What follows belongs to an exercise in optimizing a design on an open flow for small area and few clock cycles per item; a production flow would make more cautious choices. Function was checked by simulation only, so behaviour that the tests miss may differ from the original. No activity file was given, so power comes from the tool's default toggle rates.

## flow/design.v (module list and top-level ports; edited modules follow where they fit)
// module ldr_mac: 1549 lines
// module ldr_fa: 4 lines
// module ldr_ha: 4 lines
// module ldr_han: 4 lines
// module ldr_hapn: 4 lines
// module ldr_xnor2: 3 lines
// module ldr_xor2: 3 lines
// module ldr_or2: 3 lines
// module ldr_nor2: 3 lines
// module ldr_gt16: 15 lines
// module ldr_gtr16: 15 lines
// module ldr_gtbit: 8 lines
// module ldr_eq16: 7 lines
// module ldr_gt16c: 16 lines
// module light_dimmer_ramp_controller: 249 lines
// module ldr_slice: 48 lines
module light_dimmer_ramp_controller
(
    input  wire logic        i_clk,
    input  wire logic        i_rst_n,
    input  wire logic        in_valid,
    output logic             in_ready,
    input  wire logic        in_op,
    input  wire logic [1:0]  in_port,
    input  wire logic        in_payload_on,
    input  wire logic [15:0] in_level_value,
    input  wire logic        in_readback_ok,
    output logic             out_valid,
    input  wire logic        out_ready,
    output logic             out_write_valid,
    output logic      [15:0] out_write_level,
    output logic             out_ramp_running,
    input  wire logic        psel,
    input  wire logic        penable,
    input  wire logic        pwrite,
    input  wire logic [4:0]  paddr,
    input  wire logic [31:0] pwdata,
    output logic      [31:0] prdata,
    output logic             pready
);
  // ...
==> flow/flow/run.sh <==
#!/bin/bash
# The standard layout (the standard.sh: ORFS synthesis through finish), with
# two changes:
#  - the buffer that global placement puts on each input and output port is the
#    smallest buffer cell instead of the one buffer_ports picks itself;
#  - clock tree synthesis builds the tree from clkbuf_8 cells and adds no dummy
#    loads (the tree is small: about 120 flip-flops).
set -euo pipefail
export BUFFER_PORTS_ARGS="-buffer_cell sky130_fd_sc_hd__buf_1"
export CTS_ARGS="-sink_clustering_enable -repair_clock_nets -buf_list sky130_fd_sc_hd__clkbuf_8 -dont_use_dummy_load"
bash standard.sh > standard.log 2>&1
==> flow/standard.sh <==
#!/bin/bash
# synth_recipe.tcl (not shown) runs the flow's synth.tcl, then flattens the netlist and writes it again
# the make line also repeats each setting of config.mk as NAME=value (left out here)
make -C /OpenROAD-flow-scripts/flow DESIGN_CONFIG=/design/flow/config.mk WORK_HOME=/design/flow/orfs CLKGATE_MAP_FILE= SYNTH_SCRIPT=/design/flow/synth_recipe.tcl "${@:-finish}"
==> flow/config.mk <==
export PLATFORM = sky130hd
export DESIGN_NAME = light_dimmer_ramp_controller
export DESIGN_NICKNAME = light_dimmer_ramp_controller
export VERILOG_FILES = /design/flow/design.v
export SDC_FILE = /design/flow/constraint.sdc
export NUM_CORES = 4
export LEC_CHECK = 0
export CAP_MARGIN = 0
export CORE_MARGIN = 2
export CORE_UTILIZATION = 40
export SLEW_MARGIN = 0
export SYNTH_HIERARCHICAL = 1
==> flow/constraint.sdc <==
create_clock -name core_clock -period 15.0 [get_ports {i_clk}]
set_input_delay 3.0000 -clock core_clock [delete_from_list [all_inputs] [get_ports {i_clk}]]
set_output_delay 3.0000 -clock core_clock [all_outputs]
set_load 0.01 [all_outputs]
==> implementation parameters, run 1 <==
Parameter                              Value

Clocking
  Number of buffers added for setup after CTS ... 0
  CTS tree ... yes

Floorplan
  Die Width ... 196 µm
  Number of tap cells inserted ... 468

Pwr
  Clk. pwr ... 0.214 mW
  Part of the total power dissipated in the clock network ... 7.0%
  Top power group ... combinational cells

Hold path
  Hold path cells ... 2

Outcome
  Status ... finished clean

Final layout
  Register share of the cell area ... 21.4%
  Leading cell type in the layout, fill and taps excluded ... sky130_fd_sc_hd__nand2_1
  Final std cells w/o fill ... 1967
  Area of all sequential standard cells ... 3280 µm²
  Signal buffers share of area ... 3.33%
  Layout cells sized above 1 ... 8.87%

Setup path
  Endpoint class of the critical path ... flop
  Most numerous cell on the critical path ... sky130_fd_sc_hd__fa_1
  Critical path capture point ... r_rem[1]
  Data required, critical path ... 15.31 ns
  Worst setup SP type ... input port
  Top delay family on crit path ... compound AO/OA/AOI/OAI gates

Drt
  Routed vias/inst ... 5.87
  WL final ... 45.7 mm
  Top Metal Used ... met4
  Drc violations ... 0

Timing
  Post-route worst setup slack ... 1.54 ns
  Slew HR ... 11.2%
  Final Hold Vio Count ... 0
  Worst hold margin ... 0.536 ns

Logic synthesis
  Yosys warns ... 7

Job
  Max cap viols ... 0
Testbench counts, summed over its fixed seeds: cycles 25,664, items 25,600.
==> module light_dimmer_ramp_controller, before the edit <==
module light_dimmer_ramp_controller
(
    input  wire logic        i_clk,
    input  wire logic        i_rst_n,
    input  wire logic        in_valid,
    output logic             in_ready,
    input  wire logic        in_op,
    input  wire logic [1:0]  in_port,
    input  wire logic        in_payload_on,
    input  wire logic [15:0] in_level_value,
    input  wire logic        in_readback_ok,
    output logic             out_valid,
    input  wire logic        out_ready,
    output logic             out_write_valid,
    output logic      [15:0] out_write_level,
    output logic             out_ramp_running,
    input  wire logic        psel,
    input  wire logic        penable,
    input  wire logic        pwrite,
    input  wire logic [4:0]  paddr,
    input  wire logic [31:0] pwdata,
    output logic      [31:0] prdata,
    output logic             pready
);
    logic [1:0]  c_mode;
    logic        c_two;
    logic        c_onmax;
    logic [15:0] c_off;
    logic [15:0] c_min;
    logic [15:0] c_max;
    logic [15:0] c_step;
    logic [15:0] c_grow;
    logic [2:0]  w_idx;
    logic        w_wr;
    logic [7:0]  w_sel;
    assign w_idx  = paddr[4:2];
    assign w_wr   = psel && penable && pwrite;
    assign pready = 1'b1;
    always_comb begin
        for (int i = 0; i < 8; i++)
            w_sel[i] = (w_idx == 3'(i));
    end
    logic [7:0]  w_cen;
    logic [15:0] w_d0;      
    logic [15:0] w_d1;      
    assign w_d0  = pwdata[15:0] & {16{i_rst_n}};
    assign w_d1  = pwdata[15:0] | {16{!i_rst_n}};
    assign w_cen = {8{!i_rst_n}} | ({8{w_wr}} & w_sel);
    always_ff @(posedge i_clk) begin
        if (w_cen[0]) c_mode  <= w_d0[1:0];
        if (w_cen[1]) c_two   <= w_d0[0];
        if (w_cen[2]) c_onmax <= w_d0[0];
        if (w_cen[3]) c_off   <= w_d0;
        if (w_cen[4]) c_min   <= {w_d0[15:12], w_d1[11:8], w_d0[7:0]};
        if (w_cen[5]) c_max   <= {w_d0[15], w_d1[14:13], w_d0[12:11], w_d1[10], w_d0[9:0]};
        if (w_cen[6]) c_step  <= {w_d0[15:9], w_d1[8], w_d0[7:0]};
        if (w_cen[7]) c_grow  <= w_d0;
    end
    logic [15:0] r_lvl;
    logic [15:0] r_rem;
    logic        r_busy;
    logic        r_up;
    logic        r_out_valid;
    logic [2:0]  r_kind;
    localparam logic [2:0] K_NONE = 3'd0;
    localparam logic [2:0] K_LVL  = 3'd1;
    localparam logic [2:0] K_REM  = 3'd2;
    localparam logic [2:0] K_OFF  = 3'd3;
    localparam logic [2:0] K_ZERO = 3'd4;
    localparam logic [2:0] K_ONE  = 3'd5;
    logic w_acc;
    assign in_ready = !r_out_valid || out_ready;
    assign w_acc    = in_valid && in_ready;
    logic w_tick, w_press, w_report, w_switch, w_on;
    assign w_tick   = in_op;
    assign w_press  = !in_op && c_mode == 2'd2 && (in_port == 2'd1 || in_port == 2'd2);
    assign w_report = !in_op && !w_press && in_port == 2'd3;
    assign w_switch = !in_op && !w_press && in_port != 2'd3;
    assign w_on     = c_two ? (in_port == 2'd0) : in_payload_on;
    logic        w_dir;
    logic        w_base_in;
    logic [15:0] w_base;
    logic [15:0] w_s;
    logic [17:0] w_z;
    logic        w_hi;
    logic [15:0] w_v;
    logic        w_gt;
    logic        w_lt;
    logic        w_selmax;
    logic        w_selmin;
    logic        w_selv;
    logic [15:0] w_n;
    logic        w_lim;
    logic        w_max_lt_min;
    assign w_dir     = in_op ? r_up : (in_port == 2'd1);
    assign w_base_in = !in_op && in_readback_ok;
    assign w_s       = {c_step[15:1], c_step[0] | (c_step == 16'd0)};
    ldr_mac u_mac (
        .b  (w_base),
        .g  (c_grow),
        .s  (w_s),
        .dn (!w_dir),
        .z  (w_z)
    );
    assign w_hi = w_z[17] | w_z[16];
    logic w_gt_min;
    ldr_gt16c u_gx (.a(w_v), .b(c_max), .ci(!w_max_lt_min), .y(w_gt));   
    ldr_gt16  u_lx (.a(w_v), .b(c_min), .y(w_gt_min));                   
    assign w_lt = !w_gt_min;                                              
    assign w_selmax = w_hi ? w_dir : w_gt;
    assign w_selmin = w_hi ? !w_dir : (!w_gt && w_lt);
    assign w_selv   = !w_hi && !w_gt && !w_lt;
    logic w_eq_mm;
    ldr_eq16 u_emm (.a(c_max), .b(c_min), .y(w_eq_mm));
    assign w_lim = w_hi || (w_dir ? (w_gt || (w_lt && w_eq_mm))
                                  : (w_gt ? w_eq_mm : w_lt));
    logic w_lvl_lt_min;
    logic w_rem_ok_n;
    logic w_rem_ok_l;
    ldr_gtr16 u_mm  (.a(c_min), .b(c_max), .y(w_max_lt_min));
    ldr_gtr16 u_lvl (.a(c_min), .b(r_lvl), .y(w_lvl_lt_min));
    assign w_rem_ok_n = !(w_selmax && w_max_lt_min) && !c_onmax;
    assign w_rem_ok_l = !w_lvl_lt_min && !c_onmax;
    logic w_step;
    logic w_fin_l;      
    assign w_step  = (w_tick && r_busy) || (w_press && in_payload_on);
    assign w_fin_l = w_press && r_busy;
    logic w_l_n, w_l_in, w_l_hold;
    assign w_l_n    = i_rst_n && w_acc && w_step;
    assign w_l_in   = i_rst_n && w_acc && w_report && !r_busy;
    assign w_l_hold = i_rst_n && !(w_acc && (w_step || (w_report && !r_busy)));
    logic w_rin_nz;
    logic w_r_n, w_r_l, w_r_in, w_r_hold;
    assign w_rin_nz = |in_level_value;
    assign w_r_n    = i_rst_n && w_acc && w_step && w_lim && w_rem_ok_n;
    assign w_r_l    = i_rst_n && w_acc && w_fin_l && w_rem_ok_l
                      && !(in_payload_on && w_lim && w_rem_ok_n);
    assign w_r_in   = i_rst_n && w_acc && w_report && w_rin_nz;
    assign w_r_hold = i_rst_n && !w_r_n && !w_r_l && !w_r_in;
    logic w_o_lvl, w_o_rem, w_o_max, w_o_off;
    logic w_remnz;
    assign w_remnz = |r_rem;
    assign w_o_lvl = (r_kind == K_LVL);
    assign w_o_rem = (r_kind == K_REM) && w_remnz;
    assign w_o_max = (r_kind == K_REM) && !w_remnz;
    assign w_o_off = (r_kind == K_OFF);
    logic [15:0] w_lvl_d;
    logic [15:0] w_rem_d;
    logic [15:0] w_out;
    logic [15:0] w_prd;
    genvar gi;
    generate
        for (gi = 0; gi < 16; gi++) begin : g_slice
            ldr_slice u_slice (
                .lvl     (r_lvl[gi]),
                .rem     (r_rem[gi]),
                .inl     (in_level_value[gi]),
                .z       (w_z[gi]),
                .cmax    (c_max[gi]),
                .cmin    (c_min[gi]),
                .coff    (c_off[gi]),
                .cstep   (c_step[gi]),
                .cgrow   (c_grow[gi]),
                .base_in (w_base_in),
                .dn      (!w_dir),
                .selmax  (w_selmax),
                .selmin  (w_selmin),
                .selv    (w_selv),
                .l_n     (w_l_n),
                .l_in    (w_l_in),
                .l_hold  (w_l_hold),
                .r_n     (w_r_n),
                .r_l     (w_r_l),
                .r_in    (w_r_in),
                .r_hold  (w_r_hold),
                .o_lvl   (w_o_lvl),
                .o_rem   (w_o_rem),
                .o_max   (w_o_max),
                .o_off   (w_o_off),
                .rd_off  (w_sel[3]),
                .rd_min  (w_sel[4]),
                .rd_max  (w_sel[5]),
                .rd_step (w_sel[6]),
                .rd_grow (w_sel[7]),
                .base    (w_base[gi]),
                .v       (w_v[gi]),
                .n       (w_n[gi]),
                .lvl_d   (w_lvl_d[gi]),
                .rem_d   (w_rem_d[gi]),
                .out     (w_out[gi]),
                .prd     (w_prd[gi])
            );
        end
    endgenerate
    always_ff @(posedge i_clk) begin
        r_lvl <= w_lvl_d;
        r_rem <= w_rem_d;
    end
    always_ff @(posedge i_clk) begin
        if (!i_rst_n) begin
            r_busy      <= 1'b0;
            r_up        <= 1'b0;
            r_out_valid <= 1'b0;
            r_kind      <= K_NONE;
        end else begin
            if (w_acc) begin
                r_out_valid <= 1'b1;
            end else if (out_ready) begin
                r_out_valid <= 1'b0;
            end
            if (w_acc) begin
                if (w_tick) begin
                    if (r_busy) begin
                        r_kind <= K_LVL;
                        if (w_lim) r_busy <= 1'b0;
                    end else begin
                        r_kind <= K_NONE;
                    end
                end else if (w_press) begin
                    if (in_payload_on) begin
                        r_up   <= w_dir;
                        r_kind <= K_LVL;
                        r_busy <= !w_lim;
                    end else begin
                        r_kind <= K_NONE;
                        r_busy <= 1'b0;
                    end
                end else if (w_report) begin
                    r_kind <= K_NONE;
                end else if (c_two && !in_payload_on) begin
                    r_kind <= K_NONE;
                end else if (c_mode == 2'd1 || c_mode == 2'd2) begin
                    r_kind <= w_on ? K_REM : K_OFF;
                end else begin
                    r_kind <= w_on ? K_ONE : K_ZERO;
                end
            end
        end
    end
    assign out_valid        = r_out_valid;
    assign out_ramp_running = r_busy;
    assign out_write_valid  = (r_kind != K_NONE);
    assign out_write_level  = {w_out[15:1], w_out[0] | (r_kind == K_ONE)};
    assign prdata[31:16] = 16'd0;
    assign prdata[15:2]  = w_prd[15:2];
    assign prdata[1]     = w_prd[1] | (w_sel[0] & c_mode[1]);
    assign prdata[0]     = w_prd[0] | (w_sel[0] & c_mode[0]) | (w_sel[1] & c_two)
                         | (w_sel[2] & c_onmax);
endmodule
==> run 2, diff against run 1 <==
--- a/flow/design.v
+++ b/flow/design.v
@@ -1575,21 +1575,6 @@
 module ldr_nor2 (input wire a, input wire b, output wire y);
     assign y = ~(a | b);
 endmodule
-module ldr_gt16 (
-    input  wire [15:0] a,
-    input  wire [15:0] b,
-    output wire        y
-);
-    wire [16:0] g;
-    assign g[0] = 1'b0;
-    genvar i;
-    generate
-        for (i = 0; i < 16; i = i + 1) begin : g_bit
-            assign g[i+1] = (a[i] & ~b[i]) | (a[i] & g[i]) | (~b[i] & g[i]);
-        end
-    endgenerate
-    assign y = g[16];
-endmodule
 module ldr_gtr16 (
     input  wire [15:0] a,
     input  wire [15:0] b,
@@ -1744,7 +1729,7 @@
     assign w_hi = w_z[17] | w_z[16];
     logic w_gt_min;
     ldr_gt16c u_gx (.a(w_v), .b(c_max), .ci(!w_max_lt_min), .y(w_gt));   
-    ldr_gt16  u_lx (.a(w_v), .b(c_min), .y(w_gt_min));                   
+    ldr_gt16c u_lx (.a(w_v), .b(c_min), .ci(1'b0), .y(w_gt_min));     
     assign w_lt = !w_gt_min;                                              
     assign w_selmax = w_hi ? w_dir : w_gt;
     assign w_selmin = w_hi ? !w_dir : (!w_gt && w_lt);
--- a/flow/config.mk
+++ b/flow/config.mk
@@ -7,6 +7,6 @@
 export LEC_CHECK = 0
 export CAP_MARGIN = 0
 export CORE_MARGIN = 2
-export CORE_UTILIZATION = 40
+export CORE_UTILIZATION = 60
 export SLEW_MARGIN = 0
 export SYNTH_HIERARCHICAL = 1
==> run 2 against run 1 <==
Net effect:
- still clean
- clock power about the same
- worst setup slack better by 0.19 ns
- total power up 1.2%
- flip-flop and latch count did not move
- sequential power about the same
- largest cell class unchanged
- largest power group unchanged
- highest routed layer unchanged
==> implementation parameters, run 2 <==
Parameter                              Value

Timing
  Final Hold Vio Count ... 0 (unchanged)
  Slew Limit Fails ... 0
  Timing-limited maximum frequency ... 75.4 MHz
  Unrepaired setup endpoints after global routing ... false
  Minimum clock period ... 13.27 ns
  Slew at the pin with the worst max-slew slack ... 1.20 ns
  Final clock period utilization by the worst path ... 88.5%
  Setup clock skew after layout ... 0.0290 ns
  Final setup violation count ... 0
  Slew HR ... 19.7% (+8.5 points)
  Total negative slack for setup checks ... 0 ns

Placement
  Weighted congestion at the end of routability-driven global placement ... 0.974
  HPWL after DPL ... 32.0 mm
  Buffers on Ports ... 82
  Cell Count Post-Placement ... 1810

Clocking
  Register clock-pin slew on the reported worst setup and hold paths ... 0.06 ns
  Number of buffers added for setup after CTS ... 0 (unchanged)
  Hold buffer count at cts ... 0
  Number of H-tree levels ... 4
  Clk sink count ... 122
  Number of gates given a new drive strength after cts ... 0
  CTS tree ... yes
  Worst skew pair latency ... 0.47 ns
  Total clock buffers created by CTS ... 17
  CTS Root Cell ... sky130_fd_sc_hd__clkbuf_8
  Clock Path Buffers ... 2

Floorplan
  Die outline area ... 25700 µm²
  Die Width ... 160 µm (-18%)
  Rows ... 57
  Height of the chip ... 160 µm
  Core area ... 24100 µm²
  Starting density of the core ... 60.7%
  Number of placed I/O pins ... 118

Setup path
  Logic depth of the worst register-to-register path ... 39
  Critical path capture point ... r_rem[10]
  Arrival time of the worst setup path ... 13.59 ns
  Most numerous cell on the critical path ... sky130_fd_sc_hd__fa_1
  Worst path slowest cell ... sky130_fd_sc_hd__mux2_2
  Worst reg2reg path startpoint ... r_lvl[11]
  Flop-to-flop setup slack ... 4.62 ns
  Data required, critical path ... 15.32 ns (about the same)
  Peak fanout along the critical path ... 17
  Endpoint of the most critical register-to-register path ... r_rem[10]
  Largest stage delay on the critical path ... 0.65 ns
  Worst setup SP type ... input port
  Critical Path Start ... in_op
  Endpoint class of the critical path ... flop
  Critical path type ... input port to flop

Drt
  WL final ... 43.3 mm (-5.3%)
  Count of nets left with antenna violations after detail routing ... 0
  Routed vias/inst ... 6.32 (+7.7%)
  Average wire per standard cell ... 23.7 µm
  Count of vias placed by the detailed router ... 11500
  DRC violation total after the first TritonRoute iteration ... 1571
  Drc violations ... 0 (unchanged)
  First-pass iteration count of the detailed router ... 7

Final layout
  Final std cells w/o fill ... 1827 (-7.1%)
  Commonest non-fill, non-tap cells in the layout ... sky130_fd_sc_hd__nand2_1 (305), sky130_fd_sc_hd__fa_1 (225), sky130_fd_sc_hd__inv_1 (122)
  Net total in the final layout ... 1809
  Synthesis-to-layout area growth ... 3.47%
  Layout cells sized above 1 ... 8.38% (-0.49 points)
  Utilization of the core after routing ... 62.8%
  Number of diodes ... 0
  Leading cell type in the layout, fill and taps excluded ... sky130_fd_sc_hd__nand2_1

Global route
  Global-route wire length before repair ... 66.6 mm
  Maximum number of pins on one net before global-route repair ... 40
  Total Routing Usage GR ... 34.6%
  Global route total overflow ... 0
  Number of antenna violations at the first check in global routing ... 0
  Vias in the first global route ... 11600

Pwr
  Part of the total power dissipated in the clock network ... 7.0% (about the same)
  Leakage component of the power ... 4.67 nW
  Logic gate share of total power ... 78.9%
  Switching Power ... 1.65 mW
  Total power ... 3.07 mW
  Power density over cell area ... 203 nW/µm²
  Switching share of total power ... 53.9%
  Internal power ... 1.42 mW
  VDD IR max ... 164 µV
  Sequential share of power ... 14.0%

Hold path
  Hold WC Path Type ... flop to flop

Logic synthesis
  Cell area after synthesis ... 14600 µm²
  Yosys warns ... 7 (unchanged)
  Avg Synthesized Cell Area ... 9.79 µm²
  Post-synthesis cell count ... 1495

Outcome
  Status ... finished clean

Job
  Max cap viols ... 0 (unchanged)
run 2: changes by cell type in the layout (fill, tap and decap cells not counted), sizes merged, moves of 2 or more:
cell    delta
buf        +5
a22oi      +4
inv        +3
maj3       -3
o22ai      +3
a211oi     +2
a22o       -2
nand2b     -2
o211ai     +2
o21ai      -2
run 2: worst max-delay path, delay by kind of cell:
family | cells | cell delay (ns)
AOI/OAI and AO/OA | 16 | 3.36
buffers and inverters | 3 | 0.64
xor gates and xnor gates | 2 | 0.55
muxes | 2 | 0.97
adders and majority gates | 8 | 3.08
and+or+nand+nor | 10 | 1.97
run 2: power by group through the flow:
stage	logic (mW)	registers, mW	clock network [mW]
after floorplan	2.05	0.414	0
after global placement	2.33	0.435	0
after detailed placement	2.37	0.436	0
after CTS	2.38	0.428	0.216
after global routing	2.62	0.433	0.228
final	2.42	0.430	0.216
run 2: worst min path at each step:
stage,start,end,slack [ns],depth (start not counted)
after floorplan,r_kind[1],r_kind[1],0.49,2
after global placement,r_up,r_up,0.50,2
after detailed placement,r_rem[6],r_rem[6],0.52,2
after CTS,r_rem[6],r_rem[6],0.53,2
after global routing,r_up,r_up,0.56,2
final,r_up,r_up,0.53,2
run 2: routing by layer:
metal	wire [µm]	GRT usage (%)	vias up
li1	-	-	5020
met4	1480	12.6	0
met3	4390	6.99	95
met1	18100	49.9	5770
met5	0	0	-
met2	19300	52.4	653
run 2: final cells by class:
class	count	area (µm²)
clock buffers	17	234
fillers	2090	8970
inverters	123	464
multi-input cells	1128	10200
flip-flops and latches	122	3280
well taps	324	405
repair buffers	113	541
run 2: metrics by stage:
step | cell area (µm²) | hold WS [ns] | worst slack, ns
5_1_grt | 15100 | 0.556 | 1.22
3_3_place_gp | 14900 | 0.499 | 1.61
4_1_cts | 15100 | 0.535 | 1.92
3_5_place_dp | 14900 | 0.518 | 1.44
2_1_floorplan | 14700 | 0.486 | 1.75
6_report | 15100 | 0.530 | 1.73
Testbench counts of run 2, summed over its fixed seeds: cycles 25,664, items 25,600.
==> run 3, diff against run 2 <==
==> flow/flow/run.sh (replaced) <==
#!/bin/bash
# The standard layout (the standard.sh: ORFS synthesis through finish), with
# two changes:
#  - the buffer that global placement puts on each input and output port is the
#    smallest buffer cell instead of the one buffer_ports picks itself;
#  - clock tree synthesis builds the tree from clkbuf_4 and clkbuf_8 cells and adds no dummy
#    loads (the tree is small: about 120 flip-flops).
set -euo pipefail
export BUFFER_PORTS_ARGS="-buffer_cell sky130_fd_sc_hd__buf_1"
export CTS_ARGS="-sink_clustering_enable -repair_clock_nets -buf_list {sky130_fd_sc_hd__clkbuf_4 sky130_fd_sc_hd__clkbuf_8} -dont_use_dummy_load"
bash standard.sh > standard.log 2>&1
--- a/flow/config.mk
+++ b/flow/config.mk
@@ -5,8 +5,8 @@
 export SDC_FILE = /design/flow/constraint.sdc
 export NUM_CORES = 4
 export LEC_CHECK = 0
-export CAP_MARGIN = 0
+export CAP_MARGIN = 20
 export CORE_MARGIN = 2
 export CORE_UTILIZATION = 60
-export SLEW_MARGIN = 0
+export SLEW_MARGIN = 20
 export SYNTH_HIERARCHICAL = 1
==> run 3 against run 2 <==
Net effect:
- total power increased by 0.25%
- combinational power about the same
- cell count unchanged
- sequential share of layout area is essentially flat
- count of clock-buffer cells in the layout is the same
- synthesized area unchanged
- die area stayed put
- worst setup slack lost 0.093 ns
- via count up 0.25%
- clock skew shrank 0.0013 ns
- final area about the same
- critical path type unchanged
==> implementation parameters, run 3 <==
Parameter                              Value

Final layout
  Leading cell type in the layout, fill and taps excluded ... sky130_fd_sc_hd__nand2_1
  Net total in the final layout ... 1809 (unchanged)
  Final Cell Area ... 15100 µm² (about the same)
  Utilization of the core after routing ... 62.8% (about the same)
  Layout cells sized above 1 ... 8.38% (unchanged)
  Area of all sequential standard cells ... 3280 µm² (unchanged)
  Multi-input logic area ... 10200 µm² (about the same)
  Commonest non-fill, non-tap cells in the layout ... sky130_fd_sc_hd__nand2_1 (305), sky130_fd_sc_hd__fa_1 (225), sky130_fd_sc_hd__inv_1 (122)
  Number of fill cells ... 2088 (-0.096%)
  Synthesis-to-layout area growth ... 3.53% (about the same)
  Number of diodes ... 0 (unchanged)

Drt
  Drc violations ... 0 (unchanged)
  Average wire per standard cell ... 23.7 µm (about the same)
  Count of vias placed by the detailed router ... 11600 (+0.25%)
  First-pass iteration count of the detailed router ... 8 (+1)
  Count of nets left with antenna violations after detail routing ... 0 (unchanged)
  Routed vias/inst ... 6.33 (+0.25%)
  WL final ... 43.3 mm (about the same)
  DRC violation total after the first TritonRoute iteration ... 1725 (+9.8%)

Setup path
  Worst reg2reg path startpoint ... r_lvl[11]
  Largest stage delay on the critical path ... 0.69 ns (+0.04 ns)
  Most numerous cell on the critical path ... sky130_fd_sc_hd__fa_1
  Worst path slowest cell ... sky130_fd_sc_hd__o211ai_1
  Top delay family on crit path ... compound AO/OA/AOI/OAI gates
  Endpoint of the most critical register-to-register path ... r_rem[13]
  Critical path type ... input port to flop
  Number of cells on the critical path ... 41 (unchanged)
  Number of buffer and inverter stages on the critical path ... 3 (unchanged)
  Arrival time of the worst setup path ... 13.68 ns (+0.09 ns)
  Peak fanout along the critical path ... 17 (unchanged)
  Flop-to-flop setup slack ... 4.53 ns (-0.09 ns)
  Logic depth of the worst register-to-register path ... 39 (unchanged)
  Data required, critical path ... 15.32 ns (about the same)
  Endpoint class of the critical path ... flop
  Worst setup SP type ... input port

Logic synthesis
  Post-synthesis cell count ... 1495 (unchanged)
  Cell area after synthesis ... 14600 µm² (unchanged)
  Yosys warns ... 7 (unchanged)
  Avg Synthesized Cell Area ... 9.79 µm² (unchanged)

Global route
  Maximum number of pins on one net before global-route repair ... 40 (unchanged)
  Global-route wire length before repair ... 66.6 mm (unchanged)
  Total Routing Usage GR ... 34.6% (unchanged)
  Global route total overflow ... 0 (unchanged)
  Number of antenna violations at the first check in global routing ... 0 (unchanged)
  Vias in the first global route ... 11600 (unchanged)

Job
  Max cap viols ... 0 (unchanged)

Pwr
  Internal power ... 1.42 mW (+0.20%)
  Sequential share of power ... 14.0% (about the same)
  VDD IR max ... 162 µV (-1.3%)
  Leakage component of the power ... 4.67 nW (about the same)
  Switching Power ... 1.66 mW (+0.29%)
  Part of the total power dissipated in the clock network ... 7.0% (about the same)
  Total power ... 3.08 mW (+0.25%)
  Switching share of total power ... 53.9% (about the same)
  Power density over cell area ... 203 nW/µm² (+0.19%)
  Logic gate share of total power ... 79.0% (about the same)

Placement
  Weighted congestion at the end of routability-driven global placement ... 0.974 (unchanged)
  HPWL after DPL ... 32.0 mm (unchanged)
  Instance area after placement ... 14900 µm² (unchanged)
  Buffers on Ports ... 82 (unchanged)

Timing
  Final Hold Vio Count ... 0 (unchanged)
  Minimum clock period ... 13.36 ns (+0.0926 ns)
  Final clock period utilization by the worst path ... 89.1% (+0.62 points)
  Slew HR ... 21.4% (+1.7 points)
  Slew Limit Fails ... 0 (unchanged)
  Unrepaired setup endpoints after global routing ... false
  Slew at the pin with the worst max-slew slack ... 1.17 ns (-0.0254 ns)
  Setup clock skew after layout ... 0.0276 ns (-0.00133 ns)
  Final setup violation count ... 0 (unchanged)
  Timing-limited maximum frequency ... 74.8 MHz (-0.69%)
  Total negative slack for setup checks ... 0 ns (unchanged)

Clocking
  Register clock-pin slew on the reported worst setup and hold paths ... 0.06 ns (about the same)
  Clk sink count ... 122 (unchanged)
  Worst skew pair latency ... 0.47 ns (about the same)
  Number of buffers added for setup after CTS ... 0 (unchanged)
  Number of gates given a new drive strength after cts ... 0 (unchanged)
  Clock Path Buffers ... 2 (unchanged)
  Total clock buffers created by CTS ... 17 (unchanged)
  CTS tree ... yes
  CTS Root Cell ... sky130_fd_sc_hd__clkbuf_8
  Number of H-tree levels ... 4 (unchanged)
  Hold buffer count at cts ... 0 (unchanged)

Hold path
  Source of the worst hold timing path ... r_up
  Hold WC Path Type ... flop to flop
  Terminating pin of the worst hold path ... r_up
  Hold path cells ... 2 (unchanged)

Floorplan
  Rows ... 57 (unchanged)
  Starting density of the core ... 60.7% (unchanged)
  Die outline area ... 25700 µm² (unchanged)
  Number of placed I/O pins ... 118 (unchanged)
  Core area ... 24100 µm² (unchanged)
  Height of the chip ... 160 µm (unchanged)
  Die Width ... 160 µm (unchanged)

Outcome
  Status ... finished clean
## run 3: metal layers
layer | track usage, % | share of wire (%)
met4 | 12.6 | 3.3
met3 | 6.99 | 11
met5 | 0 | 0
met2 | 52.4 | 45
met1 | 49.9 | 41
## run 3: worst min-delay path: cells and delay by family (launching register included)
family | cells | cell delay [ns]
multiplexers | 1 | 0.07
flip-flops | 1 | 0.32
AND/OR/NAND/NOR | 1 | 0.10
## run 3: area by class of cell
class,instances,area share (%)
Tap cell,324,2.68
Clock buffer,17,1.54
Sequential cell,122,21.7
Timing Repair Buffer,113,3.57
Inverter,123,3.06
Multi-Input combinational cell,1128,67.5
## run 3: power by group through the flow
stage / clock (mW) / combinational [mW] / sequential (mW)
floorplan: 0 / 2.05 / 0.414
global placement: 0 / 2.33 / 0.435
detailed placement: 0 / 2.37 / 0.436
CTS: 0.216 / 2.38 / 0.428
global route: 0.228 / 2.63 / 0.433
finish: 0.215 / 2.43 / 0.430
## run 3: worst max-delay path by stage
stage | from | slack [ns] | endpoint
after floorplan | in_op | 1.75 | r_rem[0]
after global placement | in_op | 1.61 | r_rem[5]
after detailed placement | in_op | 1.44 | r_rem[13]
after CTS | in_op | 1.92 | r_rem[5]
after global routing | in_op | 1.15 | r_rem[13]
final | in_op | 1.64 | r_rem[13]
## run 3: metrics by stage
| stage | hold slack (ns) | std cells | setup slack [ns] |
|---|---|---|---|
| after floorplan | 0.486 | 1511 | 1.75 |
| after global placement | 0.499 | 1810 | 1.61 |
| after detailed placement | 0.518 | 1810 | 1.44 |
| after CTS | 0.535 | 1827 | 1.92 |
| after global routing | 0.556 | 1827 | 1.15 |
| final | 0.533 | 1827 | 1.64 |

## what the ideal ports hide
The results above use ideal ports. As a check the final layouts listed here were re-extracted and re-timed, cells and wires unchanged.
Step 1, drivers: a clkbuf_16 drives i_clk and a buf_2 each remaining input, both assumed.
Step 2 adds t to the input delays and takes it off the output delays; t is the mean of the earliest and latest rising clock arrival at the registers after step 1. Input paths then give back, and output paths get back, about the clock's delay inside the block.
Three values: ideal, step 1, step 2; two values: the first two.
run | shift t [ns] | setup WS [ns] | cell pins on the clock port's net
run 1 | 0.478 | 1.543 / 1.556 / 1.078 | 1
run 2 | 0.495 | 1.729 / 1.750 / 1.255 | 1
run 3 | 0.497 | 1.637 / 1.659 / 1.161 | 1
After both steps every run listed still meets setup and hold. For run 3, which loses most, drivers alone change the setup slack by +0.022 ns; drivers and shift together by -0.476 ns.
